Background: an optimization exercise with open tools, aiming at small area. Do not read the settings as production practice. RTL that was checked went through simulation tests only; none was proved equivalent to the original.

==> flow/design.v (excerpt) <==
module cmfs_top (
	input  logic        clk,
	input  logic        arst_n,
	input  logic        start,
	output logic        busy,
	input  logic [15:0] dir_x,
	input  logic [15:0] dir_y,
	input  logic [15:0] dir_z,
	output logic        done,
	output logic [2:0]  face,
	output logic [12:0] coord_u,
	output logic [12:0] coord_v,
	output logic        zero_vector
);
clock: 4.5 ns
lec_check: 0
abc_area: 1
cap_margin: 20
core_margin: 2
core_utilization: 55
cts_cluster_diameter: 70
cts_cluster_size: 35
gpl_routability_driven: 0
gpl_timing_driven: 0
place_density: 0.7
slew_margin: 20
run.sh (not shown) runs the stock make flow with config.mk's settings and CLKGATE_MAP_FILE= SYNTH_SCRIPT=/design/flow/synth_recipe.tcl, a recipe that flattens the netlist after the stock synthesis.
The first run produced a clean layout.
Rerun with:
CORE_UTILIZATION = 50   (was 55)
GPL_ROUTABILITY_DRIVEN = default   (was 0)
PLACE_DENSITY = 0.65   (was 0.7)
Setup slack is worse by 0.0062 ns.
Die area is higher by about 10%.
Global-route usage came out lower by 1.4 points.
Cell area goes up by about 1.4%.
First-iteration DRC count fell by about 3.5%.
Area after synthesis is unchanged.
Sequential cell count does not change.
Non-clock buffer count went up by 16.
Routed wire length climbs by 3.8%.

* * *

== gamma ==
cmfs_top, a different RTL version from the one above (not shown whole).
Size: about 430 flip-flops, ~0.028 mm^2 of cells after synthesis.
make LEC_CHECK=0 CAP_MARGIN=20 CORE_MARGIN=2 CORE_UTILIZATION=40 GPL_TIMING_DRIVEN=0 SLEW_MARGIN=20 finish   # period 4.5 ns
gamma: complete, dirty (negative setup slack)
#### Input delta (beta over gamma)
- GPL_TIMING_DRIVEN removed (was 0)
Notes after the runs:
[compare] base=gamma new=beta: total of flip-flops plus latches after synthesis was more or less identical; via count shrank by 346; portion of the layout cell area used by clock cells grew by 0.25 points. Final checks on beta, whose flow otherwise completed, came back failing, citing negative setup slack.
No run of this note included a check of the RTL's function; only the layout flow was run.

* * *

cmfs_top with an RTL version that a note above also has.
Size: roughly 3100 cells after synthesis, about 370 flip-flops, about 83 I/O pins, roughly 27000 µm² of cells after synthesis.
make LEC_CHECK=0 ABC_AREA=1 CAP_MARGIN=20 CORE_MARGIN=2 CORE_UTILIZATION=55 CTS_CLUSTER_DIAMETER=70 CTS_CLUSTER_SIZE=35 GPL_TIMING_DRIVEN=0 PLACE_DENSITY=0.7 SLEW_MARGIN=20 finish   # period 4.5 ns
Next try:
- CORE_UTILIZATION: 55 -> 40
- CTS_CLUSTER_DIAMETER: 70 -> 60
- CTS_CLUSTER_SIZE: 35 -> 30
- PLACE_DENSITY: 0.7 -> not set
- worst hold slack improves by 21 ps
- utilization decreases by 16 points
- clock skew increases by 18 ps
- wire length decreases by 5.5%
- via count decreases by 4.5%
- area after synthesis stays the same
- global-route usage decreases by 7.5 points
- fmax decreases by 1.5%
- die area increases by 37%
- first-iteration DRC count decreases by 49%
Next try:
- CORE_UTILIZATION: 40 -> 55
- PLACE_DENSITY: not set -> 0.7
Effect:
- cell count fell by a few percent
- wire length rose by a few percent
- clock skew fell by 8.6 ps
- flip-flop and latch count does not change
- non-clock buffer count fell by 4
- area after synthesis does not change
- worst setup slack is better by 28 ps
- via count rose by a few percent
- sequential share of layout area rose by 0.41 points
Next try:
- CORE_UTILIZATION: 55 -> 40
- CTS_CLUSTER_DIAMETER: 60 -> 80
- CTS_CLUSTER_SIZE: 30 -> 40
- PLACE_DENSITY: 0.7 -> not set
The changed run went through all stages and came out clean.
Maximum frequency is about the same.
Cell area rises by 0.54%.
Routed wire length decreases by 5.9%.
Synthesized cell count is unchanged.
Hold slack improves by 17 ps.
First-iteration DRC count is lower by 40%.
Non-clock buffer count went up by 7.
Clock-buffer cell count fell by 15.
Area after synthesis does not change.

* * *

JK:
Another version of the RTL of cmfs_top (not shown whole).
Size: roughly 380 flip-flops, roughly 83 I/O pins, ~30000 um2 of cells after synthesis.
Settings: LEC_CHECK=0, CAP_MARGIN=20, CORE_MARGIN=2, CORE_UTILIZATION=40, GPL_TIMING_DRIVEN=0, SLEW_MARGIN=20; clock period 4.5 ns.
The flow for JK finished, though final verification flagged setup timing.
## Diff of input files: MS against JK
Settings: CORE_UTILIZATION now 55, was 40; GPL_TIMING_DRIVEN no longer set, was 0; SLEW_MARGIN now 5, was 20; CAP_MARGIN now 5, was 20.
### Flow results
Finished, but not clean: MS, with setup timing. Taking MS over JK, the routed wire length ratio works out to 1.08. MS against JK: number of buffer and inverter stages on the critical path has decreased; data arrival time of the critical path increased by 0.05 ns relative to the old numbers; met3 track demand over resource in global routing went up. Global-route wire length before repair: MS vs JK up about 8%. In the final design statistics, MS uses fewer standard cells in total than JK. Diff JK -> MS: total negative slack now smaller.
For AL, these inputs were changed with respect to MS:
Settings: SLEW_MARGIN: 5 -> 20; CAP_MARGIN: 5 -> 20; CORE_UTILIZATION: 55 -> 40.
[summary]
- AL: worst hold slack 0.0033 ns above MS
- AL vs. MS: non-clock buffer share of cell area now larger.
- Capturing instance or port of the critical path: u_unit.ru0r[8] -> AL, u_unit.rv0r[15] -> MS
- Summary of AL over MS: setup-violating endpoint count in the final report went down 27, wire length went down about 6%.
- AL finished every stage and its layout cleared the timing, DRC and antenna checks.

* * *

Another version of the RTL of cmfs_top (not shown whole).
Size: roughly 3200 cells after synthesis, ~380 flip-flops.
## cmfs_top
module cmfs_top (
	input  logic        clk,
	input  logic        arst_n,
	input  logic        start,
	output logic        busy,
	input  logic [15:0] dir_x,
	input  logic [15:0] dir_y,
	input  logic [15:0] dir_z,
	output logic        done,
	output logic [2:0]  face,
	output logic [12:0] coord_u,
	output logic [12:0] coord_v,
	output logic        zero_vector
);
	cmfs_pkg::cmfs_in_t  dir_w;
	cmfs_pkg::cmfs_out_t res_w;
	assign dir_w.dir_x = dir_x;
	assign dir_w.dir_y = dir_y;
	assign dir_w.dir_z = dir_z;
	cube_map_face_select_unit u_unit (
		.clk    (clk),
		.arst_n (arst_n),
		.start  (start),
		.busy   (busy),
		.dir    (dir_w),
		.done   (done),
		.res    (res_w)
	);
	assign face        = res_w.face;
	assign coord_u     = res_w.coord_u;
	assign coord_v     = res_w.coord_v;
	assign zero_vector = res_w.zero_vector;
endmodule
make LEC_CHECK=0 ABC_AREA=1 CAP_MARGIN=20 CORE_MARGIN=2 CORE_UTILIZATION=40 SLEW_MARGIN=20 finish   # period 4.5 ns
Edit:
CTS_CLUSTER_DIAMETER = 60   (was default)
CTS_CLUSTER_SIZE = 30   (was default)
=> Synthesized cell count does not change; first-iteration DRC count drops by about 0.7%; clock skew fell by 0.0042 ns.
Edit:
CTS_CLUSTER_DIAMETER = default   (was 60)
CTS_CLUSTER_SIZE = default   (was 30)
GPL_TIMING_DRIVEN = 0   (was default)
What happened: Non-clock buffer count fell by 94. Via count falls by 0.44%. Clock skew falls by 0.015 ns. Fmax goes up by 1.0%.

* * *

Setup of orange:
Another version of the RTL of cmfs_top (not shown whole).
For scale: ~3200 cells after synthesis, about 370 flip-flops, about 83 I/O pins, ~27000 um2 of cells after synthesis.
Settings: LEC_CHECK=0, ABC_AREA=1, CAP_MARGIN=10, CORE_MARGIN=2, CORE_UTILIZATION=40, CTS_CLUSTER_DIAMETER=60, CTS_CLUSTER_SIZE=30, GPL_TIMING_DRIVEN=0, SLEW_MARGIN=10; clock period 4.5 ns.
Input-level comparison between purple and orange:
- a change of SLEW_MARGIN from 10 to 20
- a change of CAP_MARGIN from 10 to 20
Findings:
As far as remaining global-route overflow goes, orange and purple are indistinguishable; the numbers are identical.
Final hold slack came out exactly the same in orange and purple.
Compared with orange, in purple wire length about even, via count of the routed design roughly the same.
No functional check of the RTL was part of any run of this note.

## re-timing with driven ports
The flow's constraints put no driver on any port. The routed layouts listed below were extracted and timed again, unchanged, in two steps.
Step 1 (the two cells are an assumption about what drives the block):
set clk [get_ports {clk}]
set_driving_cell -lib_cell sky130_fd_sc_hd__clkbuf_16 $clk
set_driving_cell -lib_cell sky130_fd_sc_hd__buf_2 [delete_from_list [all_inputs] $clk]
Step 2, shift: input delay + t, output delay - t, t = (earliest + latest rising clock arrival at the registers) / 2. This alone moves slack from input paths to output paths.
Three values: no drivers, after step 1, after step 2; two values: the first two.
| run | t, ns | slack for setup (ns) | worst hold slack (ns) | worst setup path after step 2 | latest minus earliest clock arrival (ns) |
|---|---|---|---|---|---|
| the first run of note 1 | 0.649 | 0.177 / 0.196 / -0.442 | 0.327 / 0.327 / 0.327 | input to register | 0.029 / 0.029 |
| the second run of note 1 | 0.668 | 0.171 / 0.122 / -0.497 | 0.295 / 0.295 / 0.295 | input to register | 0.050 / 0.051 |
| gamma | 0.663 | -0.144 / -0.144 / -0.144 | 0.323 / 0.323 / 0.323 | register to register | 0.030 / 0.030 |
| beta | 0.667 | -0.008 / -0.008 / -0.008 | 0.323 / 0.323 / 0.323 | register to register | 0.025 / 0.025 |
| the first run of note 3 | 0.665 | 0.197 / 0.138 / -0.460 | 0.306 / 0.306 / 0.306 | input to register | 0.027 / 0.027 |
| the second run of note 3 | 0.637 | 0.133 / 0.170 / -0.467 | 0.327 / 0.327 / 0.327 | input to register | 0.053 / 0.053 |
| the third run of note 3 | 0.617 | 0.160 / 0.102 / -0.421 | 0.313 / 0.313 / 0.313 | input to register | 0.040 / 0.040 |
| the fourth run of note 3 | 0.644 | 0.148 / 0.178 / -0.466 | 0.330 / 0.330 / 0.330 | input to register | 0.067 / 0.066 |
| JK | 0.632 | -0.078 / -0.056 / -0.688 | 0.303 / 0.303 / 0.303 | input to register | 0.036 / 0.036 |
| MS | 0.635 | -0.105 / -0.094 / -0.728 | 0.317 / 0.317 / 0.317 | input to register | 0.025 / 0.025 |
| AL | 0.643 | 0.113 / 0.150 / -0.493 | 0.320 / 0.320 / 0.320 | input to register | 0.020 / 0.019 |
| the first run of note 5 | 0.621 | 0.140 / 0.082 / -0.284 | 0.306 / 0.306 / 0.306 | input to register | 0.031 / 0.032 |
| the second run of note 5 | 0.619 | 0.148 / 0.088 / -0.275 | 0.330 / 0.330 / 0.330 | input to register | 0.034 / 0.034 |
| the third run of note 5 | 0.619 | 0.193 / 0.144 / -0.395 | 0.323 / 0.323 / 0.323 | input to register | 0.014 / 0.013 |
| orange | 0.657 | 0.157 / 0.149 / -0.464 | 0.326 / 0.326 / 0.326 | input to register | 0.037 / 0.037 |
| purple | 0.657 | 0.157 / 0.149 / -0.464 | 0.326 / 0.326 / 0.326 | input to register | 0.037 / 0.037 |
With both steps, setup timing fails in 12 of these runs, where it was met with ideal ports. The setup slack of the second run of note 1, which loses most, moves by -0.049 ns with the drivers and by -0.668 ns with both steps.
